From an optimization exercise on the open Yosys and OpenROAD flow, aimed at small area, a short achievable clock period and few clock cycles per item; shortcuts taken in it are not production practice.
Only simulation tests tie the RTL to the original design; equivalence was not proved.
Power figures rest on the tool's default switching activity, not on a simulated workload.

==> inputs of v13 <==
// morton_palette_unswizzle
module morton_palette_unswizzle
#(
  parameter int MAX_SIDE_LOG2   = MAX_SIDE_LOG2_DEF,
  parameter int PALETTE_ENTRIES = PALETTE_ENTRIES_DEF
) (
  input  logic                 clk,
  input  logic                 rst,
  input  logic                 in_valid,
  output logic                 in_ready,
  input  mpu_pkg::in_item_t             in_data,
  output logic                 out_valid,
  input  logic                 out_ready,
  output mpu_pkg::out_item_t            out_data,
  input  logic                 cfg_we,
  input  logic [CFG_IDX_W-1:0] cfg_index,
  input  logic [SIDE_W-1:0]    cfg_data
);
make LEC_CHECK=0 CAP_MARGIN=20 CORE_MARGIN=2 CORE_UTILIZATION=55 CTS_CLUSTER_DIAMETER=60 CTS_CLUSTER_SIZE=30 SETUP_SLACK_MARGIN=2.3 SLEW_MARGIN=20 SYNTH_MEMORY_MAX_BITS=16384 TNS_END_PERCENT=10 finish   # period 5.5 ns
run.sh (not shown) runs the stock make flow with config.mk's settings and CLKGATE_MAP_FILE= SYNTH_SCRIPT=/design/flow/synth_recipe.tcl, a recipe that flattens the netlist after the stock synthesis.
==> inputs of v30, as changes to v13 <==
--- a/flow/design.v
+++ b/flow/design.v
@@ -84,14 +84,17 @@
   logic [WBUF-1:0]  first_free;
   logic [WBUF-1:0]  alloc;
   logic [WBUF-1:0]  wr_hit;
   logic [WBUF-1:0]  keep;
   logic [WBUF-1:0]  wb_valid_next;
   logic [WBUF-1:0]  at_station_next;
+  logic [WBUF-1:0]  stn_match;    
   logic [WBUF-1:0]  app_sel_next;
-  assign any_hit = |key_hit;
+  always_ff @(posedge clk) begin
+    any_hit <= |key_hit_next;
+  end
   logic found_free;
   always_comb begin
     found_free = 1'b0;
     for (int e = 0; e < WBUF; e++) begin
       first_free[e] = !wb_valid[e] && !found_free;
       found_free    = found_free || !wb_valid[e];
@@ -106,13 +109,13 @@
     end
   end
   logic found_app;
   always_comb begin
     found_app = 1'b0;
     for (int e = 0; e < WBUF; e++) begin
-      at_station_next[e] = keep[e] && (wb_slot[e][LW-1:0] == ~rot_next);
+      at_station_next[e] = keep[e] && stn_match[e];
       app_sel_next[e]    = at_station_next[e] && !found_app;
       found_app          = found_app || at_station_next[e];
     end
   end
   logic [WIDTH-1:0]  st_data;    
   logic [GROUPS-1:0] st_en;
@@ -130,12 +133,17 @@
           st_en_next[g] = 1'b1;
         end
       end
     end
   end
   always_ff @(posedge clk) begin
+    for (int e = 0; e < WBUF; e++) begin
+      stn_match[e] <= (alloc[e] ? s1_key[LW-1:0] : wb_slot[e][LW-1:0]) == ~(rot_next + LW'(1));
+    end
+  end
+  always_ff @(posedge clk) begin
     wb_valid <= wb_valid_next;
     app_sel  <= app_sel_next;
     st_data  <= st_data_next;
     st_en    <= st_en_next;
     for (int e = 0; e < WBUF; e++) begin
       if (alloc[e]) begin
@@ -183,30 +191,41 @@
         ring[g][p] <= ring[g][p-1];
       end
       ring[g][0] <= st_en[g] ? st_data : ring[g][RING_LEN-1];
     end
   end
   logic [GROUPS-1:0][WIDTH-1:0] ring_word;
-  logic [WIDTH-1:0]             ring_rd;
+  logic [QUADS-1:0][WIDTH-1:0]  quad_rd;
+  logic [QUADS-1:0][WIDTH-1:0]  s2_quad;
   logic [WIDTH-1:0]             wb_rd;
   always_comb begin
     for (int g = 0; g < GROUPS; g++) begin
       ring_word[g] = '0;
       for (int p = 0; p < RING_LEN; p++) begin
         ring_word[g] = ring_word[g] | (ring[g][p] & {WIDTH{s1_phot[g / GPQ][p]}});
       end
     end
-    ring_rd = '0;
-    for (int g = 0; g < GROUPS; g++) begin
-      ring_rd = ring_rd | (ring_word[g] & {WIDTH{s1_gsel[g % GPQ]}});
-    end
     wb_rd = '0;
     for (int e = 0; e < WBUF; e++) begin
       wb_rd = wb_rd | (wb_data[e] & {WIDTH{key_hit[e]}});
     end
-    rdata = ring_rd | wb_rd;
+    for (int q = 0; q < QUADS; q++) begin
+      quad_rd[q] = (q == 0) ? wb_rd : '0;
+      for (int g = q * GPQ; g < (q + 1) * GPQ; g++) begin
+        quad_rd[q] = quad_rd[q] | (ring_word[g] & {WIDTH{s1_gsel[g % GPQ]}});
+      end
+    end
+  end
+  always_ff @(posedge clk) begin
+    s2_quad <= quad_rd;
+  end
+  always_comb begin
+    rdata = '0;
+    for (int q = 0; q < QUADS; q++) begin
+      rdata = rdata | s2_quad[q];
+    end
   end
 endmodule
 import mpu_pkg::*;
 module mpu_addr_gen
 #(
   parameter int MAX_SIDE_LOG2 = MAX_SIDE_LOG2_DEF
@@ -237,13 +256,14 @@
       bl    <= SIDE_W'(MIN_SIDE_LOG2);
       wl_bl <= (SIDE_W+1)'(2 * MIN_SIDE_LOG2);
       wl_hl <= (SIDE_W+1)'(2 * MIN_SIDE_LOG2);
       mask  <= CNT_W'((1 << (2 * MIN_SIDE_LOG2)) - 1);
     end else begin
       bl    <= bl_d;
-      wl_bl <= {1'b0, geom_next.wl} + {1'b0, bl_d};
+      wl_bl <= (geom_next.wl > geom_next.hl) ? {1'b0, geom_next.wl} + {1'b0, geom_next.hl}
+                                             : {geom_next.wl, 1'b0};
       wl_hl <= {1'b0, geom_next.wl} + {1'b0, geom_next.hl};
       mask  <= mask_d;
     end
   end
   function automatic logic [ADDR_W-1:0] zaddr(input logic [CNT_W-1:0] c,
                                                input logic [SIDE_W-1:0] wl,
@@ -340,13 +360,13 @@
   localparam int QDEPTH = 4;
   logic [SIDE_W-1:0] width_log2;
   logic [SIDE_W-1:0] height_log2;
   logic [SIDE_W-1:0] cfg_clamped;
   logic              cfg_we_q;
   logic [CFG_IDX_W-1:0] cfg_index_q;
-  logic [SIDE_W-1:0] cfg_data_q;
+  logic [SIDE_W-1:0] cfg_data_q;    
   mpu_pkg::geom_t    geom;
   mpu_pkg::geom_t    geom_next;
   logic              in_fire;
   logic              pixel_fire;
   logic              load_fire;
   logic [RGBA_W-1:0] pal_rdata;
@@ -360,35 +380,35 @@
   logic [QDEPTH-1:0] q_occ_next;
   logic [QDEPTH-1:0] q_push_here;
   logic [QDEPTH-1:0] q_below;
   logic [QDEPTH-1:0] q_above;
   logic              owed_ok;
   logic [QDEPTH-1:0][RGBA_W-1:0] q_data;
-  always_ff @(posedge clk) begin
-    cfg_we_q    <= cfg_we && !rst;
-    cfg_index_q <= cfg_index;
-    cfg_data_q  <= cfg_data;
-  end
   always_comb begin
-    cfg_clamped = cfg_data_q;
-    if (cfg_data_q < SIDE_W'(MIN_SIDE_LOG2)) begin
+    cfg_clamped = cfg_data;
+    if (cfg_data < SIDE_W'(MIN_SIDE_LOG2)) begin
       cfg_clamped = SIDE_W'(MIN_SIDE_LOG2);
-    end else if (cfg_data_q > SIDE_W'(MAX_SIDE_LOG2)) begin
+    end else if (cfg_data > SIDE_W'(MAX_SIDE_LOG2)) begin
       cfg_clamped = SIDE_W'(MAX_SIDE_LOG2);
     end
   end
+  always_ff @(posedge clk) begin
+    cfg_we_q    <= cfg_we && !rst;
+    cfg_index_q <= cfg_index;
+    cfg_data_q  <= cfg_clamped;
+  end
   always_comb begin
     geom_next.wl = width_log2;
     geom_next.hl = height_log2;
     if (cfg_we_q) begin
       case (cfg_index_q)
         CFG_WIDTH_LOG2: begin
-          geom_next.wl = cfg_clamped;
+          geom_next.wl = cfg_data_q;
         end
         CFG_HEIGHT_LOG2: begin
-          geom_next.hl = cfg_clamped;
+          geom_next.hl = cfg_data_q;
         end
         default: begin
         end
       endcase
     end
   end
@@ -421,14 +441,14 @@
     .rdata    (pal_rdata),
     .wbuf_ok  (wbuf_ok)
   );
   always_ff @(posedge clk) begin
     s1_pixel <= pixel_fire;
     s2_pixel <= s1_pixel && !rst;
-    s2_data  <= pal_rdata;
   end
+  assign s2_data = pal_rdata;
   assign push = s2_pixel && !rst;
   assign pop  = out_valid && out_ready;
   assign q_below = {q_occ[QDEPTH-2:0], 1'b1};   
   assign q_above = {1'b0, q_occ[QDEPTH-1:1]};   
   always_comb begin
     for (int i = 0; i < QDEPTH; i++) begin
==> flow/flow/run.sh (new file) <==
#!/bin/bash
set -euo pipefail
export BUFFER_PORTS_ARGS="-buffer_cell sky130_fd_sc_hd__buf_2"
export CTS_ARGS="-sink_clustering_enable -repair_clock_nets -sink_clustering_size 30 -sink_clustering_max_diameter 60 -dont_use_dummy_load"
export DONT_USE_CELLS="sky130_fd_sc_hd__a222oi_1"
bash standard.sh > standard.log 2>&1
==> flow/standard.sh (new file) <==
#!/bin/bash
# synth_recipe.tcl (not shown) runs the flow's synth.tcl, then flattens the netlist and writes it again
# the make line also repeats each setting of config.mk as NAME=value (left out here)
make -C /OpenROAD-flow-scripts/flow DESIGN_CONFIG=/design/flow/config.mk WORK_HOME=/design/flow/orfs CLKGATE_MAP_FILE= SYNTH_SCRIPT=/design/flow/synth_recipe.tcl "${@:-finish}"
SETUP_SLACK_MARGIN = 2.5   (was 2.3)
TNS_END_PERCENT = 100   (was 10)
removed: flow/run.sh
==> inputs of v16, as changes to v13 <==
--- a/flow/design.v
+++ b/flow/design.v
@@ -84,14 +84,17 @@
   logic [WBUF-1:0]  first_free;
   logic [WBUF-1:0]  alloc;
   logic [WBUF-1:0]  wr_hit;
   logic [WBUF-1:0]  keep;
   logic [WBUF-1:0]  wb_valid_next;
   logic [WBUF-1:0]  at_station_next;
+  logic [WBUF-1:0]  stn_match;    
   logic [WBUF-1:0]  app_sel_next;
-  assign any_hit = |key_hit;
+  always_ff @(posedge clk) begin
+    any_hit <= |key_hit_next;
+  end
   logic found_free;
   always_comb begin
     found_free = 1'b0;
     for (int e = 0; e < WBUF; e++) begin
       first_free[e] = !wb_valid[e] && !found_free;
       found_free    = found_free || !wb_valid[e];
@@ -106,13 +109,13 @@
     end
   end
   logic found_app;
   always_comb begin
     found_app = 1'b0;
     for (int e = 0; e < WBUF; e++) begin
-      at_station_next[e] = keep[e] && (wb_slot[e][LW-1:0] == ~rot_next);
+      at_station_next[e] = keep[e] && stn_match[e];
       app_sel_next[e]    = at_station_next[e] && !found_app;
       found_app          = found_app || at_station_next[e];
     end
   end
   logic [WIDTH-1:0]  st_data;    
   logic [GROUPS-1:0] st_en;
@@ -130,12 +133,17 @@
           st_en_next[g] = 1'b1;
         end
       end
     end
   end
   always_ff @(posedge clk) begin
+    for (int e = 0; e < WBUF; e++) begin
+      stn_match[e] <= (alloc[e] ? s1_key[LW-1:0] : wb_slot[e][LW-1:0]) == ~(rot_next + LW'(1));
+    end
+  end
+  always_ff @(posedge clk) begin
     wb_valid <= wb_valid_next;
     app_sel  <= app_sel_next;
     st_data  <= st_data_next;
     st_en    <= st_en_next;
     for (int e = 0; e < WBUF; e++) begin
       if (alloc[e]) begin
@@ -183,30 +191,41 @@
         ring[g][p] <= ring[g][p-1];
       end
       ring[g][0] <= st_en[g] ? st_data : ring[g][RING_LEN-1];
     end
   end
   logic [GROUPS-1:0][WIDTH-1:0] ring_word;
-  logic [WIDTH-1:0]             ring_rd;
+  logic [QUADS-1:0][WIDTH-1:0]  quad_rd;
+  logic [QUADS-1:0][WIDTH-1:0]  s2_quad;
   logic [WIDTH-1:0]             wb_rd;
   always_comb begin
     for (int g = 0; g < GROUPS; g++) begin
       ring_word[g] = '0;
       for (int p = 0; p < RING_LEN; p++) begin
         ring_word[g] = ring_word[g] | (ring[g][p] & {WIDTH{s1_phot[g / GPQ][p]}});
       end
     end
-    ring_rd = '0;
-    for (int g = 0; g < GROUPS; g++) begin
-      ring_rd = ring_rd | (ring_word[g] & {WIDTH{s1_gsel[g % GPQ]}});
-    end
     wb_rd = '0;
     for (int e = 0; e < WBUF; e++) begin
       wb_rd = wb_rd | (wb_data[e] & {WIDTH{key_hit[e]}});
     end
-    rdata = ring_rd | wb_rd;
+    for (int q = 0; q < QUADS; q++) begin
+      quad_rd[q] = (q == 0) ? wb_rd : '0;
+      for (int g = q * GPQ; g < (q + 1) * GPQ; g++) begin
+        quad_rd[q] = quad_rd[q] | (ring_word[g] & {WIDTH{s1_gsel[g % GPQ]}});
+      end
+    end
+  end
+  always_ff @(posedge clk) begin
+    s2_quad <= quad_rd;
+  end
+  always_comb begin
+    rdata = '0;
+    for (int q = 0; q < QUADS; q++) begin
+      rdata = rdata | s2_quad[q];
+    end
   end
 endmodule
 import mpu_pkg::*;
 module mpu_addr_gen
 #(
   parameter int MAX_SIDE_LOG2 = MAX_SIDE_LOG2_DEF
@@ -237,13 +256,14 @@
       bl    <= SIDE_W'(MIN_SIDE_LOG2);
       wl_bl <= (SIDE_W+1)'(2 * MIN_SIDE_LOG2);
       wl_hl <= (SIDE_W+1)'(2 * MIN_SIDE_LOG2);
       mask  <= CNT_W'((1 << (2 * MIN_SIDE_LOG2)) - 1);
     end else begin
       bl    <= bl_d;
-      wl_bl <= {1'b0, geom_next.wl} + {1'b0, bl_d};
+      wl_bl <= (geom_next.wl > geom_next.hl) ? {1'b0, geom_next.wl} + {1'b0, geom_next.hl}
+                                             : {geom_next.wl, 1'b0};
       wl_hl <= {1'b0, geom_next.wl} + {1'b0, geom_next.hl};
       mask  <= mask_d;
     end
   end
   function automatic logic [ADDR_W-1:0] zaddr(input logic [CNT_W-1:0] c,
                                                input logic [SIDE_W-1:0] wl,
@@ -340,13 +360,13 @@
   localparam int QDEPTH = 4;
   logic [SIDE_W-1:0] width_log2;
   logic [SIDE_W-1:0] height_log2;
   logic [SIDE_W-1:0] cfg_clamped;
   logic              cfg_we_q;
   logic [CFG_IDX_W-1:0] cfg_index_q;
-  logic [SIDE_W-1:0] cfg_data_q;
+  logic [SIDE_W-1:0] cfg_data_q;    
   mpu_pkg::geom_t    geom;
   mpu_pkg::geom_t    geom_next;
   logic              in_fire;
   logic              pixel_fire;
   logic              load_fire;
   logic [RGBA_W-1:0] pal_rdata;
@@ -360,35 +380,35 @@
   logic [QDEPTH-1:0] q_occ_next;
   logic [QDEPTH-1:0] q_push_here;
   logic [QDEPTH-1:0] q_below;
   logic [QDEPTH-1:0] q_above;
   logic              owed_ok;
   logic [QDEPTH-1:0][RGBA_W-1:0] q_data;
-  always_ff @(posedge clk) begin
-    cfg_we_q    <= cfg_we && !rst;
-    cfg_index_q <= cfg_index;
-    cfg_data_q  <= cfg_data;
-  end
   always_comb begin
-    cfg_clamped = cfg_data_q;
-    if (cfg_data_q < SIDE_W'(MIN_SIDE_LOG2)) begin
+    cfg_clamped = cfg_data;
+    if (cfg_data < SIDE_W'(MIN_SIDE_LOG2)) begin
       cfg_clamped = SIDE_W'(MIN_SIDE_LOG2);
-    end else if (cfg_data_q > SIDE_W'(MAX_SIDE_LOG2)) begin
+    end else if (cfg_data > SIDE_W'(MAX_SIDE_LOG2)) begin
       cfg_clamped = SIDE_W'(MAX_SIDE_LOG2);
     end
   end
+  always_ff @(posedge clk) begin
+    cfg_we_q    <= cfg_we && !rst;
+    cfg_index_q <= cfg_index;
+    cfg_data_q  <= cfg_clamped;
+  end
   always_comb begin
     geom_next.wl = width_log2;
     geom_next.hl = height_log2;
     if (cfg_we_q) begin
       case (cfg_index_q)
         CFG_WIDTH_LOG2: begin
-          geom_next.wl = cfg_clamped;
+          geom_next.wl = cfg_data_q;
         end
         CFG_HEIGHT_LOG2: begin
-          geom_next.hl = cfg_clamped;
+          geom_next.hl = cfg_data_q;
         end
         default: begin
         end
       endcase
     end
   end
@@ -421,14 +441,14 @@
     .rdata    (pal_rdata),
     .wbuf_ok  (wbuf_ok)
   );
   always_ff @(posedge clk) begin
     s1_pixel <= pixel_fire;
     s2_pixel <= s1_pixel && !rst;
-    s2_data  <= pal_rdata;
   end
+  assign s2_data = pal_rdata;
   assign push = s2_pixel && !rst;
   assign pop  = out_valid && out_ready;
   assign q_below = {q_occ[QDEPTH-2:0], 1'b1};   
   assign q_above = {1'b0, q_occ[QDEPTH-1:1]};   
   always_comb begin
     for (int i = 0; i < QDEPTH; i++) begin
==> flow/flow/run.sh (new file) <==
#!/bin/bash
set -euo pipefail
export BUFFER_PORTS_ARGS="-buffer_cell sky130_fd_sc_hd__buf_2"
export CTS_ARGS="-sink_clustering_enable -repair_clock_nets -sink_clustering_size 30 -sink_clustering_max_diameter 60 -dont_use_dummy_load"
bash standard.sh > standard.log 2>&1
==> flow/standard.sh (new file) <==
#!/bin/bash
# synth_recipe.tcl (not shown) runs the flow's synth.tcl, then flattens the netlist and writes it again
# the make line also repeats each setting of config.mk as NAME=value (left out here)
make -C /OpenROAD-flow-scripts/flow DESIGN_CONFIG=/design/flow/config.mk WORK_HOME=/design/flow/orfs CLKGATE_MAP_FILE= SYNTH_SCRIPT=/design/flow/synth_recipe.tcl "${@:-finish}"
SETUP_SLACK_MARGIN = 2.8   (was 2.3)
TNS_END_PERCENT = 100   (was 10)
removed: flow/run.sh
==> summary of the runs <==
v16 ran to the end with no violations. v13 ran to the end with no violations. v30 went through all stages and came out clean.
Synthesized cell count is the same in v16 and v30.
In clock power, v30 and v16 hardly differ.
Global-route usage: v13 is higher than v30 (13 points).
Via count: v13 > v16 > v30.
Core utilization, highest first: v13, v16, v30.
Clock skew, lowest first: v13, v16, v30.
The highest first-iteration DRC count belongs to v13, the lowest to v30.
In v13 the critical path depth is higher than in v30, by 7.
Combinational power: v30 is smaller than v13 (18%).
Non-clock buffer count: v13 > v16 > v30.
In v13 the routed wire length is larger than in v16, by about 40%.
Testbench counts of v13, summed over its fixed seeds: cycles 128,491, items 128,000.
Testbench counts of v30, summed over its fixed seeds: cycles 128,491, items 128,000.
Testbench counts of v16, summed over its fixed seeds: cycles 128,491, items 128,000.

==> port drivers added, routing unchanged <==
No port has a modelled driver above. Below, the same layouts with a new extraction and two added sets of constraints. Step 1 (the two cells are an assumption about what drives the block):
set clk [get_ports {clk}]
set_driving_cell -lib_cell sky130_fd_sc_hd__clkbuf_16 $clk
set_driving_cell -lib_cell sky130_fd_sc_hd__buf_2 [delete_from_list [all_inputs] $clk]
Step 2 moves the port delays by t, midway between the first and last clock arrival at a register: inputs arrive t later, outputs are due t later. That takes back most of the time a late clock gives input paths. Three values: ideal, step 1, step 2; two values: the first two.
run	shift t [ns]	setup WS [ns]	slew at the worst register clock pin (ns)	worst slew at a driven data input, ns
v13	1.272	1.772 / 1.772 / 1.339	0.11 / 0.11	0.18
v30	1.184	2.308 / 2.180 / 1.562	0.11 / 0.11	0.12
v16	1.176	2.049 / 1.918 / 1.655	0.11 / 0.11	0.12
After both steps every run listed still meets setup and hold. The setup slack of v30, which loses most, moves by -0.128 ns with the drivers and by -0.746 ns with both steps.
